This design comes from an exercise in tuning for small area and a short achievable clock period on the open sky130 flow, not from production work. At most, simulation tests tie the RTL to the original design; equivalence was not proved. Power and IR drop assume default switching activity.

==> inputs of build 81 <==
==> flow/design.v <==
package bmp_pkg;
  localparam int HEADER_WORDS = 14;
  localparam int GROUP_WORDS  = 3;
  localparam int SIZE_LO_WORD = 0;
  localparam int SIZE_HI_WORD = 1;
  typedef logic [31:0] word_t;
  typedef logic [23:0] pixel_t;
  typedef logic [1:0]  mode_t;
  typedef logic [31:0] count_t;
  localparam mode_t MODE_THRESHOLD  = 2'd1;
  localparam mode_t MODE_BRIGHTNESS = 2'd2;
  typedef logic [95:0] pixel_group_t;
endpackage
module bmp_filter
(
  input  logic       dut_if,
  input  logic       reset_ind,
  input  logic       in_valid,
  input  bmp_pkg::word_t      in_data,
  input  bmp_pkg::mode_t      mode,
  input  logic [7:0] proc_val,
  output logic       out_valid,
  output bmp_pkg::word_t      out_data,
  output logic       frame_done
);
  logic [4:0]  s;
  logic [29:0] cnt;       
  logic        lastf;     
  logic        thr;       
  logic        bri;       
  logic [9:0]  pv;        
  logic [31:0] h, t;
  logic        hv, tv;
  logic        h_pix, h_k0, h_k1, h_last;
  logic        t_pix, t_k0, t_k1, t_last;
  logic        cr;        
  logic        out_last;
  logic pix, s0, s1, s01, last;
  assign pix  = s[4];
  assign s0   = (s == 5'd0);
  assign s1   = (s == 5'd1);
  assign s01  = (s[4:1] == 4'd0);          
  assign last = lastf && !s01;
  always_ff @(posedge dut_if) begin
    if (in_valid && s0) begin
      thr <= (mode == bmp_pkg::MODE_THRESHOLD);
      bri <= (mode == bmp_pkg::MODE_BRIGHTNESS);
      pv  <= {2'b00, proc_val};
    end else if (in_valid && s1 && thr) begin
      pv  <= ~(10'({pv[7:0], 1'b0}) + 10'(pv[7:0]) + 10'd2);
    end
  end
  logic        dec;
  logic [29:0] cnt_dec;
  always_comb begin
    logic [5:0] bz;
    logic       z;
    bz[0] = 1'b1;
    for (int k = 1; k < 6; k++) bz[k] = bz[k-1] && (cnt[6*(k-1) +: 6] == 6'd0);
    for (int k = 0; k < 5; k++) begin
      z = bz[k];
      for (int i = 0; i < 6; i++) begin
        cnt_dec[6*k+i] = cnt[6*k+i] ^ (dec && z);
        z = z && !cnt[6*k+i];
      end
    end
  end
  always_ff @(posedge dut_if) begin
    dec <= in_valid && !s01;
    cnt[13:0]  <= s0 ? {in_data[7:0], in_data[15:10]} : cnt_dec[13:0];
    cnt[29:14] <= s1 ? {in_data[23:16], in_data[31:24]} : cnt_dec[29:14];
    if (in_valid) lastf <= !s01 && (cnt[29:3] == 27'd0) && (cnt[2:0] == {2'b10, dec});
    if (reset_ind) begin
      s <= 5'd0;
    end else if (in_valid) begin
      if (last)                    s <= 5'd0;
      else if (s == 5'd13)         s <= 5'b10000;
      else if (pix && s[1])        s <= 5'b10000;
      else                         s <= s + 5'd1;
    end
  end
  logic [1:0] n, held;
  logic       pop_now, pop_in, pop, h_ld, t_ld;
  assign n       = 2'(hv) + 2'(tv);
  assign held    = pix ? s[1:0] : 2'd0;
  assign pop_now = hv && (n > held);
  assign pop_in  = hv && pix && s[1];
  assign pop     = pop_now || (pop_in && in_valid);
  assign h_ld    = pop_now || !hv || (pop_in && in_valid);
  assign t_ld    = pop_now || !hv || !tv || (pop_in && in_valid);
  function automatic logic ge1024(input logic [10:0] x, input logic [10:0] y,
                                  input logic [10:0] z);
    logic [10:0] s1, c1;
    logic [11:0] tt;
    s1 = x ^ y ^ z;
    c1 = (x & y) | (x & z) | (y & z);
    tt = 12'(s1) + {c1, 1'b0};
    ge1024 = tt[10];
  endfunction
  logic [9:0] nl;
  assign nl = pv;
  logic [7:0]  t3, t2, t1, t0;
  logic [10:0] tv11;
  logic        tq, t_thr;
  logic [31:0] hin;
  assign {t3, t2, t1, t0} = t;
  always_comb begin
    logic [7:0]  m, qs, qc, vs, vc;
    m    = t_k0 ? t3 : t0;
    qs   = t2 ^ t1 ^ m;
    qc   = (t2 & t1) | (t2 & m) | (t1 & m);
    tq   = ge1024(11'(qs), {2'b00, qc, 1'b0}, 11'(nl));
    m    = t_k1 ? t1 : 8'd0;
    vs   = t0 ^ m ^ nl[7:0];
    vc   = (t0 & m) | (t0 & nl[7:0]) | (m & nl[7:0]);
    tv11 = {1'b0, nl[9:8], vs} + {2'b00, vc, 1'b0};
  end
  assign t_thr = thr && t_pix;
  assign hin   = t_thr ? {t[31:12], tq, tv11} : t;
  logic [31:0] tin;
  assign tin = {in_valid ? in_data[31:16] : 16'd0, in_data[15:0]};
  always_ff @(posedge dut_if) begin
    if (h_ld) begin
      h <= hin;
      {h_pix, h_k0, h_k1, h_last} <= {t_pix, t_k0, t_k1, t_last};
    end
    if (t_ld) begin
      t <= tin;
      {t_pix, t_k0, t_k1, t_last} <=
        {pix, pix && s[1:0] == 2'd0, pix && s[0], last};
    end
    if (reset_ind) begin
      hv <= 1'b0;
      tv <= 1'b0;
    end else begin
      if (h_ld) hv <= tv;
      if (t_ld) tv <= in_valid;
    end
  end
  logic ub, ul, hq;
  assign hq = h[11];
  assign ub = ge1024(h[10:0], 11'(t[31:24]), 11'(t[23:16]));
  assign ul = ge1024(h[10:0], 11'(t[31:24]), 11'd0);
  logic [7:0]  pe;
  logic [31:0] odata;
  assign pe = (bri && h_pix) ? pv[7:0] : 8'd0;
  always_comb begin
    for (int j = 0; j < 4; j++) begin
      logic [8:0] sum;
      sum = 9'(h[8*j +: 8]) + 9'(pe);
      if (sum[8] != pe[7]) odata[8*j +: 8] = {8{sum[8]}};
      else                 odata[8*j +: 8] = sum[7:0];
    end
    if (thr && h_pix)
      odata = {{8{h_k0 ? hq : cr}}, {8{h_k1 ? cr : hq}}, {8{h_k1 ? ul : hq}},
               {8{h_k0 ? ub : (h_k1 ? ul : hq)}}};
  end
  always_ff @(posedge dut_if) begin
    out_data <= odata;
    out_last <= h_last;
    if (pop) cr <= h_k0 ? ub : ul;
    if (reset_ind) begin
      out_valid  <= 1'b0;
      frame_done <= 1'b0;
    end else begin
      out_valid  <= pop;
      frame_done <= out_valid && out_last;
    end
  end
endmodule
==> flow/flow/run.sh <==
#!/bin/bash
# Standard ORFS layout with three changes: ports are buffered with the
# smallest buffer (the resizer still upsizes where timing needs it), clock
# tree synthesis adds no dummy loads, and repair_timing aims for 7 ns of
# setup slack, so that the achieved period is pushed well below the 10 ns
# clock.
set -euo pipefail
bash standard.sh 'BUFFER_PORTS_ARGS=-buffer_cell sky130_fd_sc_hd__buf_1' \
  'CTS_ARGS=-sink_clustering_enable -repair_clock_nets -dont_use_dummy_load -buf_list {sky130_fd_sc_hd__clkbuf_4 sky130_fd_sc_hd__clkbuf_8}' \
  SETUP_SLACK_MARGIN=7 finish > standard_flow.log 2>&1
==> flow/standard.sh <==
#!/bin/bash
# synth_recipe.tcl (not shown) runs the flow's synth.tcl, then flattens the netlist and writes it again
# the make line also repeats each setting of config.mk as NAME=value (left out here)
make -C /OpenROAD-flow-scripts/flow DESIGN_CONFIG=/design/flow/config.mk WORK_HOME=/design/flow/orfs CLKGATE_MAP_FILE= SYNTH_SCRIPT=/design/flow/synth_recipe.tcl "${@:-finish}"
==> flow/config.mk <==
export PLATFORM = sky130hd
export DESIGN_NAME = bmp_filter
export DESIGN_NICKNAME = bmp_filter
export VERILOG_FILES = /design/flow/design.v
export SDC_FILE = /design/flow/constraint.sdc
export NUM_CORES = 4
export LEC_CHECK = 0
export ABC_CLOCK_PERIOD_IN_PS = 2500
export CAP_MARGIN = 20
export CORE_MARGIN = 2
export CORE_UTILIZATION = 45
export GPL_TIMING_DRIVEN = 0
export SLEW_MARGIN = 20
==> flow/constraint.sdc <==
create_clock -name core_clock -period 10.0 [get_ports {dut_if}]
set_input_delay 2.0000 -clock core_clock [delete_from_list [all_inputs] [get_ports {dut_if}]]
set_output_delay 2.0000 -clock core_clock [all_outputs]
set_load 0.01 [all_outputs]
==> trial 22: changes against build 81 <==
--- a/flow/design.v
+++ b/flow/design.v
@@ -108,7 +108,7 @@
     logic [7:0]  m, qs, qc, vs, vc;
     m    = t_k0 ? t3 : t0;
-    qs   = t2 ^ t1 ^ m;
-    qc   = (t2 & t1) | (t2 & m) | (t1 & m);
-    tq   = ge1024(11'(qs), {2'b00, qc, 1'b0}, 11'(nl));
+    qs   = t2 ^ t1 ^ nl[7:0];
+    qc   = (t2 & t1) | (t2 & nl[7:0]) | (t1 & nl[7:0]);
+    tq   = ge1024({1'b0, nl[9:8], qs}, {2'b00, qc, 1'b0}, 11'(m));
     m    = t_k1 ? t1 : 8'd0;
     vs   = t0 ^ m ^ nl[7:0];
--- a/flow/config.mk
+++ b/flow/config.mk
@@ -9,5 +9,5 @@
 export CAP_MARGIN = 20
 export CORE_MARGIN = 2
-export CORE_UTILIZATION = 45
+export CORE_UTILIZATION = 40
 export GPL_TIMING_DRIVEN = 0
 export SLEW_MARGIN = 20
==> build 48: changes against build 81 <==
--- a/flow/design.v
+++ b/flow/design.v
@@ -89,38 +89,22 @@
   assign h_ld    = pop_now || !hv || (pop_in && in_valid);
   assign t_ld    = pop_now || !hv || !tv || (pop_in && in_valid);
-  function automatic logic ge1024(input logic [10:0] x, input logic [10:0] y,
-                                  input logic [10:0] z);
-    logic [10:0] s1, c1;
-    logic [11:0] tt;
-    s1 = x ^ y ^ z;
-    c1 = (x & y) | (x & z) | (y & z);
-    tt = 12'(s1) + {c1, 1'b0};
-    ge1024 = tt[10];
-  endfunction
-  logic [9:0] nl;
-  assign nl = pv;
-  logic [7:0]  t3, t2, t1, t0;
-  logic [10:0] tv11;
-  logic        tq, t_thr;
-  logic [31:0] hin;
-  assign {t3, t2, t1, t0} = t;
+  logic [7:0] b3, b2, b1, b0, k;
+  logic [31:0] tin;
+  logic       tp0, tp1, tp2;
+  assign {b3, b2, b1, b0} = in_data;
+  assign k   = pv[7:0];
+  assign tp0 = thr && pix && s[1:0] == 2'd0;
+  assign tp1 = thr && pix && s[0];
+  assign tp2 = thr && pix && s[1];
   always_comb begin
-    logic [7:0]  m, qs, qc, vs, vc;
-    m    = t_k0 ? t3 : t0;
-    qs   = t2 ^ t1 ^ m;
-    qc   = (t2 & t1) | (t2 & m) | (t1 & m);
-    tq   = ge1024(11'(qs), {2'b00, qc, 1'b0}, 11'(nl));
-    m    = t_k1 ? t1 : 8'd0;
-    vs   = t0 ^ m ^ nl[7:0];
-    vc   = (t0 & m) | (t0 & nl[7:0]) | (m & nl[7:0]);
-    tv11 = {1'b0, nl[9:8], vs} + {2'b00, vc, 1'b0};
+    tin = in_data;
+    if (tp0) tin = {b0, b2, b3 ^ b2 ^ b1, (b3 & b2) | (b3 & b1) | (b2 & b1)};
+    if (tp1) tin = {b3 ^ b2 ^ k, (b3 & b2) | (b3 & k) | (b2 & k),
+                    b1 ^ b0 ^ k, (b1 & b0) | (b1 & k) | (b0 & k)};
+    if (tp2) tin[15:0] = {b2 ^ b1 ^ b0, (b2 & b1) | (b2 & b0) | (b1 & b0)};
   end
-  assign t_thr = thr && t_pix;
-  assign hin   = t_thr ? {t[31:12], tq, tv11} : t;
-  logic [31:0] tin;
-  assign tin = {in_valid ? in_data[31:16] : 16'd0, in_data[15:0]};
   always_ff @(posedge dut_if) begin
     if (h_ld) begin
-      h <= hin;
+      h <= t;
       {h_pix, h_k0, h_k1, h_last} <= {t_pix, t_k0, t_k1, t_last};
     end
@@ -138,8 +122,23 @@
     end
   end
-  logic ub, ul, hq;
-  assign hq = h[11];
-  assign ub = ge1024(h[10:0], 11'(t[31:24]), 11'(t[23:16]));
-  assign ul = ge1024(h[10:0], 11'(t[31:24]), 11'd0);
+  function automatic logic ge1024(input logic [9:0] x, input logic [9:0] y,
+                                  input logic [9:0] z);
+    logic [9:0]  s1, c1;
+    logic [10:0] tt;
+    s1 = x ^ y ^ z;
+    c1 = (x & y) | (x & z) | (y & z);
+    tt = 11'(s1) + {c1, 1'b0};
+    ge1024 = tt[10];
+  endfunction
+  logic [9:0] nl;
+  logic [7:0] x3, xs, xc, z;
+  logic       ub, ul;
+  assign nl = pv;
+  assign x3 = tv ? t[31:24] : 8'd0;
+  assign xs = tv ? t[31:24] : nl[7:0];
+  assign xc = tv ? t[23:16] : 8'd0;
+  assign z  = h_k1 ? x3 : nl[7:0];
+  assign ub = ge1024({nl[9:8], h[31:24]}, 10'(xs), {1'b0, xc, 1'b0});
+  assign ul = ge1024({nl[9:8], h[15:8]}, {1'b0, h[7:0], 1'b0}, 10'(z));
   logic [7:0]  pe;
   logic [31:0] odata;
@@ -153,6 +152,6 @@
     end
     if (thr && h_pix)
-      odata = {{8{h_k0 ? hq : cr}}, {8{h_k1 ? cr : hq}}, {8{h_k1 ? ul : hq}},
-               {8{h_k0 ? ub : (h_k1 ? ul : hq)}}};
+      odata = {{8{h_k0 ? ul : cr}}, {8{h_k1 ? cr : ul}}, {8{ul}},
+               {8{h_k0 ? ub : ul}}};
   end
   always_ff @(posedge dut_if) begin
==> flow/flow/run.sh (replaced) <==
#!/bin/bash
# Standard ORFS layout with two changes: ports are buffered with the
# smallest buffer (the resizer still upsizes where timing needs it), and
# repair_timing aims for 7 ns of setup slack, so that the achieved period
# is pushed well below the 10 ns clock.
set -euo pipefail
bash standard.sh 'BUFFER_PORTS_ARGS=-buffer_cell sky130_fd_sc_hd__buf_1' SETUP_SLACK_MARGIN=7 finish > standard_flow.log 2>&1
--- a/flow/config.mk
+++ b/flow/config.mk
@@ -9,5 +9,5 @@
 export CAP_MARGIN = 20
 export CORE_MARGIN = 2
-export CORE_UTILIZATION = 45
-export GPL_TIMING_DRIVEN = 0
+export CORE_UTILIZATION = 40
+export CTS_BUF_LIST = sky130_fd_sc_hd__clkbuf_4 sky130_fd_sc_hd__clkbuf_8
 export SLEW_MARGIN = 20
==> run summary <==
In clock power, trial 22 and build 81 hardly differ. Between build 48 and build 81, the lower register-to-register slack is in build 81 (gap 70 ps). Of build 81 and build 48, build 48 has the higher via count (gap about 5%, measured against build 48). The highest worst hold slack belongs to trial 22, the lowest to build 48. Against trial 22, the area after synthesis of build 48 is smaller by 0.42%. Clock skew, highest first: trial 22, build 81, build 48. Fmax: build 48 > trial 22 > build 81. In clock-buffer cell count, build 81 and trial 22 do not differ. Combinational power, lowest first: trial 22, build 48, build 81.
==> figures <==
	trial 22	build 81	build 48
Total chip power	1.873 mW	1.935 mW	2.077 mW
RR Startpoint	pv[3]	t_k0	h_k1
Final-layout clock buffer total	17	17	18
Wire length per cell after detailed routing	16.45 um	16.63 um	16.90 um
Power Density	171.3 nW/um^2	181.6 nW/um^2	185.2 nW/um^2
Total wire length after detailed routing	22860 um	21520 um	23270 um
GP Congestion	0.8803	0.8630	0.8645
Multiplexer share of the synthesized area	0.01196	0.01169	0.04159
Well-tap cell count	324	270	319
Area taken by flip-flops and latches	4024 sq um	4025 sq um	4029 sq um
Met3 WL	998 um	852 um	1050 um
Number of cells in the finished layout apart from fillers	1390	1294	1377
Internal cell power	1.225 mW	1.270 mW	1.367 mW
Result of the run	timing/DRC/antenna clean	timing/DRC/antenna clean	timing/DRC/antenna clean
Peak VDD IR	0.00007263 V	0.00007824 V	0.00008147 V
CP Class	input pin to flip-flop	flip-flop to flip-flop	flip-flop to flip-flop
Sequential fraction of total cell area	0.3680	0.3777	0.3592
Met3 track demand over resource	0.03351	0.03957	0.03766
Count of placed standard cells including taps	1360	1258	1319
No functional check of the RTL was part of trial 22.

==> afterwards: timing with drivers on the ports <==
In the flow no input, the clock included, has a driving cell. The finished layouts below were timed again as built, in two steps. Step 1: set_driving_cell puts a clkbuf_16 on dut_if and a buf_2 on each other input, an assumption about the parent block. Step 2, shift: input delay + t, output delay - t, t = (earliest + latest rising clock arrival at the registers) / 2. This alone moves slack from input paths to output paths. Three values: no drivers, after step 1, after step 2; two values: the first two.
| run | t, ns | slack for setup (ns) | worst register clock-pin slew, ns | worst slew at a driven data input, ns |
|---|---|---|---|---|
| build 81 | 0.496 | 6.990 / 6.990 / 6.631 | 0.10 / 0.10 | 0.04 |
| trial 22 | 0.481 | 7.059 / 7.039 / 6.597 | 0.10 / 0.10 | 0.04 |
| build 48 | 0.510 | 7.061 / 7.028 / 6.582 | 0.11 / 0.11 | 0.04 |
After both steps every run listed still meets setup and hold. The setup slack of build 48, which loses most, moves by -0.033 ns with the drivers and by -0.479 ns with both steps.
